What follows belongs to an exercise in optimizing a design on an open flow for a short achievable clock period and few clock cycles; a production flow would make more cautious choices. Function was checked by simulation only, so behaviour that the tests miss may differ from the original. Power is estimated from default activity; no workload was simulated.

`design/flow/run.sh`:
```
#!/bin/bash
# synth_recipe.tcl (not shown) runs the flow's synth.tcl, then flattens the netlist and writes it again
# the make line also repeats each setting of config.mk as NAME=value (left out here)
make -C /OpenROAD-flow-scripts/flow DESIGN_CONFIG=/design/flow/config.mk WORK_HOME=/design/flow/orfs CLKGATE_MAP_FILE= SYNTH_SCRIPT=/design/flow/synth_recipe.tcl finish
```
`design/flow/config.mk`:
```
export PLATFORM = sky130hd
export DESIGN_NAME = multicycle_core
export DESIGN_NICKNAME = multicycle_core
export VERILOG_FILES = /design/flow/design.v
export SDC_FILE = /design/flow/constraint.sdc
export NUM_CORES = 4
export LEC_CHECK = 0
export CAP_MARGIN = 20
export CORE_MARGIN = 2
export CORE_UTILIZATION = 30
export PLACE_DENSITY = 0.45
export SLEW_MARGIN = 20
```
`design/flow/constraint.sdc`:
```
create_clock -name core_clock -period 6.0 [get_ports {clk}]
set_input_delay 1.2000 -clock core_clock [delete_from_list [all_inputs] [get_ports {clk}]]
set_output_delay 1.2000 -clock core_clock [all_outputs]
set_load 0.01 [all_outputs]
```
`design/flow/design.v`:
```
package core_pkg;
  localparam logic [5:0] OP_RTYPE = 6'b000000;
  localparam logic [5:0] OP_ADDI  = 6'b001000;
  localparam logic [5:0] OP_LW    = 6'b100011;
  localparam logic [5:0] OP_SW    = 6'b101011;
  localparam logic [5:0] OP_BEQ   = 6'b000100;
  localparam logic [5:0] OP_BNE   = 6'b000101;
  localparam logic [5:0] OP_J     = 6'b000010;
  localparam logic [5:0] FN_ADD   = 6'b100000;
  localparam logic [5:0] FN_SUB   = 6'b100010;
  localparam logic [5:0] FN_AND   = 6'b100100;
  localparam logic [5:0] FN_OR    = 6'b100101;
  localparam logic [5:0] FN_SLT   = 6'b101010;
  localparam logic [5:0] FN_SLL   = 6'b000000;
  localparam logic [5:0] FN_SRL   = 6'b000010;
  typedef enum logic [2:0] {FETCH, DECODE, EXEC, MEM, WB, HALT} state_t;
  typedef enum logic [2:0] {ALU_ADD, ALU_SUB, ALU_AND, ALU_OR, ALU_SLT, ALU_SLL, ALU_SRL} alu_op_t;
endpackage
import core_pkg::*;
module core_alu (
  input  core_pkg::alu_op_t op,
  input  logic [31:0] a,
  input  logic [31:0] b,
  input  logic [4:0]  shamt,
  output logic [31:0] y
);
  always_comb
    y = op == ALU_SUB ? a - b
      : op == ALU_AND ? a & b
      : op == ALU_OR  ? a | b
      : op == ALU_SLT ? {31'd0, $signed(a) < $signed(b)}
      : op == ALU_SLL ? b << shamt
      : op == ALU_SRL ? b >> shamt
      : a + b;
endmodule
import core_pkg::*;
module multicycle_core #(
  parameter int                ADDR_W   = 32,
  parameter logic [ADDR_W-1:0] RESET_PC = '0
) (
  input  logic              clk,
  input  logic              rst,
  output logic              imem_req,
  output logic [ADDR_W-1:0] imem_addr,
  input  logic              imem_ready,
  input  logic [31:0]       imem_rdata,
  output logic              dmem_req,
  output logic              dmem_we,
  output logic [ADDR_W-1:0] dmem_addr,
  output logic [31:0]       dmem_wdata,
  input  logic              dmem_ready,
  input  logic [31:0]       dmem_rdata,
  output logic [ADDR_W-1:0] pc_out,
  output logic [31:0]       alu_result,
  output logic              retire,
  output logic              halted
);
  localparam bit SHIFT_EN = 1'b1;
  core_pkg::state_t state, state_n;
  core_pkg::alu_op_t alu_op;
  logic [31:0] ir, a_q, b_q, mdr, simm, alu_b, alu_y, pc4_w;
  logic [31:0] regs [32];
  logic [ADDR_W-1:0] pc, tgt, pc4, jtgt;
  logic [5:0] op, fn;
  logic [4:0] rs, rt, rd, sh, wa;
  logic is_r, is_br, is_mem, legal, taken;
  assign op = ir[31:26];
  assign rs = ir[25:21];
  assign rt = ir[20:16];
  assign rd = ir[15:11];
  assign sh = ir[10:6];
  assign fn = ir[5:0];
  assign simm = {{16{ir[15]}}, ir[15:0]};
  assign is_r = op == OP_RTYPE;
  assign is_br = op == OP_BEQ || op == OP_BNE || op == OP_J;
  assign is_mem = op == OP_LW || op == OP_SW;
  assign wa = is_r ? rd : rt;
  assign pc4_w = 32'(pc) + 32'd4;
  assign pc4 = ADDR_W'(pc4_w);
  assign jtgt = ADDR_W'({pc4_w[31:28], ir[25:0], 2'b00});
  assign taken = op == OP_BEQ ? a_q == b_q : a_q != b_q;
  assign legal = is_r ? (fn == FN_ADD || fn == FN_SUB || fn == FN_AND || fn == FN_OR || fn == FN_SLT || (SHIFT_EN && (fn == FN_SLL || fn == FN_SRL)))
                      : op == OP_ADDI || op == OP_LW || op == OP_SW || op == OP_BEQ || op == OP_BNE || op == OP_J;
  assign alu_op = !is_r ? ALU_ADD
                : fn == FN_SUB ? ALU_SUB
                : fn == FN_AND ? ALU_AND
                : fn == FN_OR  ? ALU_OR
                : fn == FN_SLT ? ALU_SLT
                : fn == FN_SLL ? ALU_SLL
                : fn == FN_SRL ? ALU_SRL
                : ALU_ADD;
  assign alu_b = is_r ? b_q : simm;
  core_alu u_alu (.op(alu_op), .a(a_q), .b(alu_b), .shamt(sh), .y(alu_y));
  assign imem_req = state == FETCH;
  assign imem_addr = pc;
  assign dmem_req = state == MEM;
  assign dmem_we = state == MEM && op == OP_SW;
  assign dmem_addr = alu_result[ADDR_W-1:0];
  assign dmem_wdata = b_q;
  assign pc_out = pc;
  assign halted = state == HALT;
  always_ff @(posedge clk or negedge rst)
    if (!rst) state <= FETCH;
    else state <= state_n;
  always_comb begin
    state_n = state;
    case (state)
      FETCH:   state_n = imem_ready ? DECODE : FETCH;
      DECODE:  state_n = legal ? EXEC : HALT;
      EXEC:    state_n = is_mem ? MEM : is_br ? FETCH : WB;
      MEM:     state_n = !dmem_ready ? MEM : op == OP_LW ? WB : FETCH;
      WB:      state_n = FETCH;
      default: state_n = state;
    endcase
  end
  always_ff @(posedge clk or negedge rst) begin
    if (!rst) begin
      pc <= RESET_PC;
      ir <= '0;
      a_q <= '0;
      b_q <= '0;
      mdr <= '0;
      tgt <= '0;
      alu_result <= '0;
      retire <= 1'b0;
      for (int i = 0; i < 32; i++) regs[i] <= '0;
    end else begin
      retire <= 1'b0;
      case (state)
        FETCH: if (imem_ready) ir <= imem_rdata;
        DECODE: begin
          a_q <= regs[rs];
          b_q <= regs[rt];
          tgt <= pc4 + ADDR_W'({simm[29:0], 2'b00});
        end
        EXEC: begin
          alu_result <= alu_y;
          if (is_br) begin
            pc <= op == OP_J ? jtgt : taken ? tgt : pc4;
            retire <= 1'b1;
          end
        end
        MEM: if (dmem_ready) begin
          mdr <= dmem_rdata;
          if (op == OP_SW) begin
            pc <= pc4;
            retire <= 1'b1;
          end
        end
        WB: begin
          if (wa != 5'd0) regs[wa] <= op == OP_LW ? mdr : alu_result;
          pc <= pc4;
          retire <= 1'b1;
        end
        default: ;
      endcase
    end
  end
endmodule
```
==> impl_metrics.py <==
metrics = {
    "place": {
        "gp_congestion": 1.02,
        "io_buffers": 232,
        "dp_hpwl_um": 258000,
    },
    "yosys": {
        "synth_cell_types": 78,
        "synth_top_flop_cell": "dfrtp_1",
        "ys_seq_elements": 1252,
        "syn_avg_cell_area_sq_um": 9.03,
        "synth-edff-count": 0,
        "synth_area_sq_mm": 0.0681,
        "yosys_warnings": 3,
        "yosysSeqAreaShare": 0.460,
        "synth_top_area_share": 0.460,
        "synthCells": 7543,
        "async_reset_ff_frac": 1.00,
        "synth_area_leader_cell": "dfrtp_1",
        "yosys-top-cells-area": "dfrtp_1, o21ai_0, a21oi_1",
        "synthesis.nets": 7749,
    },
    "clock_tree": {
        "cts.sinks": 1252,
        "numCtsBuffers": 150,
        "clk_latency_ps": 850,
        "cts_tree": "yes",
        "clockBufferDepth": 3,
        "cts_setup_buffers": 0,
        "clk_pin_slew_ps": 60,
        "root_buffer": "clkbuf_16",
        "htree_num_levels": 4,
    },
    "floorplan": {
        "row_count": 174,
        "design.die.area_sq_mm": 0.231,
        "initial_core_util": 0.302,
        "dieHeight_um": 481,
        "ios": 233,
        "die_w_um": 481,
        "core_sq_mm": 0.225,
    },
    "routing": {
        "wl_per_cell_um": 37.4,
        "drcViolationCount": 0,
        "detail-route-antenna-nets": 0,
        "wl_um": 396000,
        "dr.first_iter.drc_count": 9955,
        "first_pass_iters": 9,
        "vias": 67500,
        "avgViaCountPerCell": 6.37,
    },
    "worst_setup_path": {
        "path_cells": "or4_4 -> nor2_8 -> buf_4 -> buf_4 -> a21oi_1 -> ha_2 -> nand2b_1 -> a21oi_1 -> nor4_1 -> o21ai_0 -> buf_4 -> o41a_1 -> o41ai_1 -> buf_4 -> nor3_1 -> nor3_1 -> xor2_1 -> a221o_1",
        "crit_path_end_kind": "register",
        "crit_fanout": 21,
        "cpMostUsedCell": "buf_4",
        "cpPeakStageDelay_ps": 670,
        "crit_start": "ir[29]",
        "slowest_stage": "or4_4",
        "start_kind": "register",
        "cp_data_arrival_time_ps": 6330,
        "critical_path_class": "reg -> reg",
        "reg2reg_from": "ir[29]",
        "crit_required_ps": 6720,
    },
    "status": {
        "status": "complete, no violations",
    },
    "timing": {
        "period_share": 0.934,
        "relSlewSlack": 0.149,
        "worstMarginPinSlew_ps": 1270,
        "skew_ps": 50.9,
        "hold_violations": 0,
        "fin_crit_ps": 5610,
        "rsz0062_at_grt": "no",
        "fin_setup_tns_ps": 0,
        "slew_viol_final": 0,
        "setup_violations": 0,
        "fmax_mhz": 178,
    },
    "cells_and_area": {
        "area_growth_pct": 17.9,
        "multiInputGateArea_sq_mm": 0.0342,
        "seq_area_sq_mm": 0.0313,
        "layout-drive-gt1-share": 0.114,
        "nets": 7682,
        "fillers": 22700,
    },
    "power_and_ir_drop": {
        "pwr_density_cell_mw_per_mm2": 231,
        "total_power_mw": 18.6,
        "ir_drop_mv": 0.317,
        "p_leak_nw": 33.8,
    },
    "min_path": {
        "hold_path.class": "in -> async",
    },
    "global_route": {
        "grt_use_total": 0.335,
        "grt_first_pass_wirelength_um": 542000,
        "antenna_found_initial": 26,
        "grt_pass1_vias": 63500,
        "overflow": 0,
        "grt_start_max_net_pins": 143,
    },
    "run": {
        "drv_cap": 0,
    },
}
-- cell families (layout without fill, tap and decap cells) --
| group | Yosys count | after routing | synth area share |
|---|---|---|---|
| XOR/XNOR | 137 | 137 | 0.0176 |
| AO/OA/AOI/OAI | 2860 | 2860 | 0.275 |
| AND/OR/NAND/NOR | 2045 | 2045 | 0.127 |
| adder cells (fa/ha/maj) | 138 | 138 | 0.0257 |
| buffers and inverters | 896 | 946 | 0.0538 |
| multiplexers | 215 | 215 | 0.0405 |
| other | 0 | 10 | 0 |
| flip-flops | 1252 | 1252 | 0.460 |
-- flip-flops by register name, summed over array words and instances (netlist names) --
signal	count
alu_result	32
tgt	32
retire	1
ir	32
pc	32
state	3
b_q	32
a_q	32
regs	1024
mdr	32
-- layout by cell type, fill, tap and decap left out, types with 48 or more instances in the layout --
| cell | synthesis | routed |
|---|---|---|
| a21oi_1 | 743 | 741 |
| a221oi_1 | 351 | 351 |
| a22o_1 | 322 | 322 |
| a22oi_1 | 329 | 329 |
| buf_4 | 66 | 287 |
| clkbuf_16 | 0 | 153 |
| clkdlybuf4s50_1 | 0 | 231 |
| dfrtp_1 | 1252 | 1248 |
| ha_1 | 135 | 134 |
| inv_1 | 114 | 113 |
| mux2_2 | 75 | 75 |
| mux2i_1 | 96 | 64 |
| nand2_1 | 834 | 816 |
| nand3_1 | 102 | 102 |
| nand4_1 | 145 | 145 |
| nor2_1 | 759 | 680 |
| nor2_4 | 0 | 78 |
| nor3_1 | 52 | 48 |
| o21ai_0 | 749 | 749 |
| o32ai_1 | 65 | 56 |
| xnor2_1 | 85 | 85 |
| xor2_1 | 52 | 52 |
-- final cells by class --
class,count,share of cell area
clock buffer,213,0.0538
sequential,1252,0.390
antenna,10,0.000312
timing repair buffer,562,0.0668
multi-input combinational,5395,0.426
inverter,115,0.00537
tap,2992,0.0466
clock inverter,56,0.0110
-- timing repair --
| action | CTS | global route |
|---|---|---|
| setup endpoints to repair | 0 | 1 |
| resized for setup | 0 | 2 |
| hold buffers | 0 | 0 |
-- routing by layer --
metal  wire [um]  GRT usage
met5         521    0.00124
met4       27300      0.189
met3       42000     0.0915
met2      171000      0.505
met1      156000      0.431
-- worst max-delay path, delay by kind of cell, from the launching register on --
family	cells	cell delay [ps]
AO/OA/AOI/OAI	6	1690
AND/OR/NAND/NOR	6	1500
buffers and inverters	4	1090
adder cells (fa/ha/maj)	1	570
flip-flops	1	500
XOR/XNOR	1	100
-- through the flow --
| stage | instance area [sq um] | hold slack (ps) | setup WS [ps] | util | instances |
|---|---|---|---|---|---|
| CTS | 80200 | 311 | 390 | 0.356 | 10600 |
| finish | 80300 | 267 | 393 | 0.357 | 10600 |
| global placement | 74900 | 388 | 425 | 0.333 | 10300 |
| floorplan | 68100 | 439 | 904 | - | 7543 |
| global route | 80300 | 307 | 51.6 | 0.356 | 10600 |
| detailed placement | 75000 | 392 | 425 | 0.333 | 10300 |
-- path summary, 6_finish.rpt --
kind	to	slack (ps)	cells after the start
setup / recovery	alu_result[31]	390	18
hold reg to reg	regs[0][21]	410	0
min in group core_clock	regs[0][21]	410	0
max in group asynchronous	regs[15][17]	4080	2
setup reg to reg	alu_result[31]	390	18
hold / removal	tgt[10]	270	1
-- synth_stat cells (52+ instances only) --
cell type,n
a22oi_1,329
o32ai_1,65
a21oi_1,743
nand3_1,102
nor3_1,52
o21ai_0,749
xor2_1,52
dfrtp_1,1252
mux2_2,75
buf_4,66
xnor2_1,85
a22o_1,322
nor2_1,759
a221oi_1,351
nand4_1,145
mux2i_1,96
inv_1,114
clkbuf_1,647
ha_1,135
nand2_1,834
-- where the power goes --
group	internal, mW	leakage, nW	switching, mW
sequential	8.44	17.4	0.00169
combinational	0.0540	13.8	0.195
clock	5.78	2.53	4.10
Testbench counts, summed over its fixed seeds: cycles 117,363.

## afterwards: timing with drivers on the ports
How much do the figures lean on ideal ports? The routed layout below was timed once more, with nothing changed but the port constraints. Step 1 (the two cells are an assumption about what drives the block):
set clk [get_ports {clk}]
set_driving_cell -lib_cell sky130_fd_sc_hd__clkbuf_16 $clk
set_driving_cell -lib_cell sky130_fd_sc_hd__buf_2 [delete_from_list [all_inputs] $clk]
Step 2, shift: input delay + t, output delay - t, t = (earliest + latest rising clock arrival at the registers) / 2. This alone moves slack from input paths to output paths. Slacks: ideal ports / drivers / drivers and shift; pairs: ideal ports / drivers.
t, ns: 0.914
slack for setup (ns): 0.393 / 0.393 / 0.393
latest minus earliest clock arrival (ns): 0.051 / 0.051
worst data-port slew with drivers (ns): 0.09
cell pins on the clock port's net: 1
After both steps setup and hold are still met in this run. The setup slack of this run moves by 0.000 ns with the drivers and by 0.000 ns with both steps.
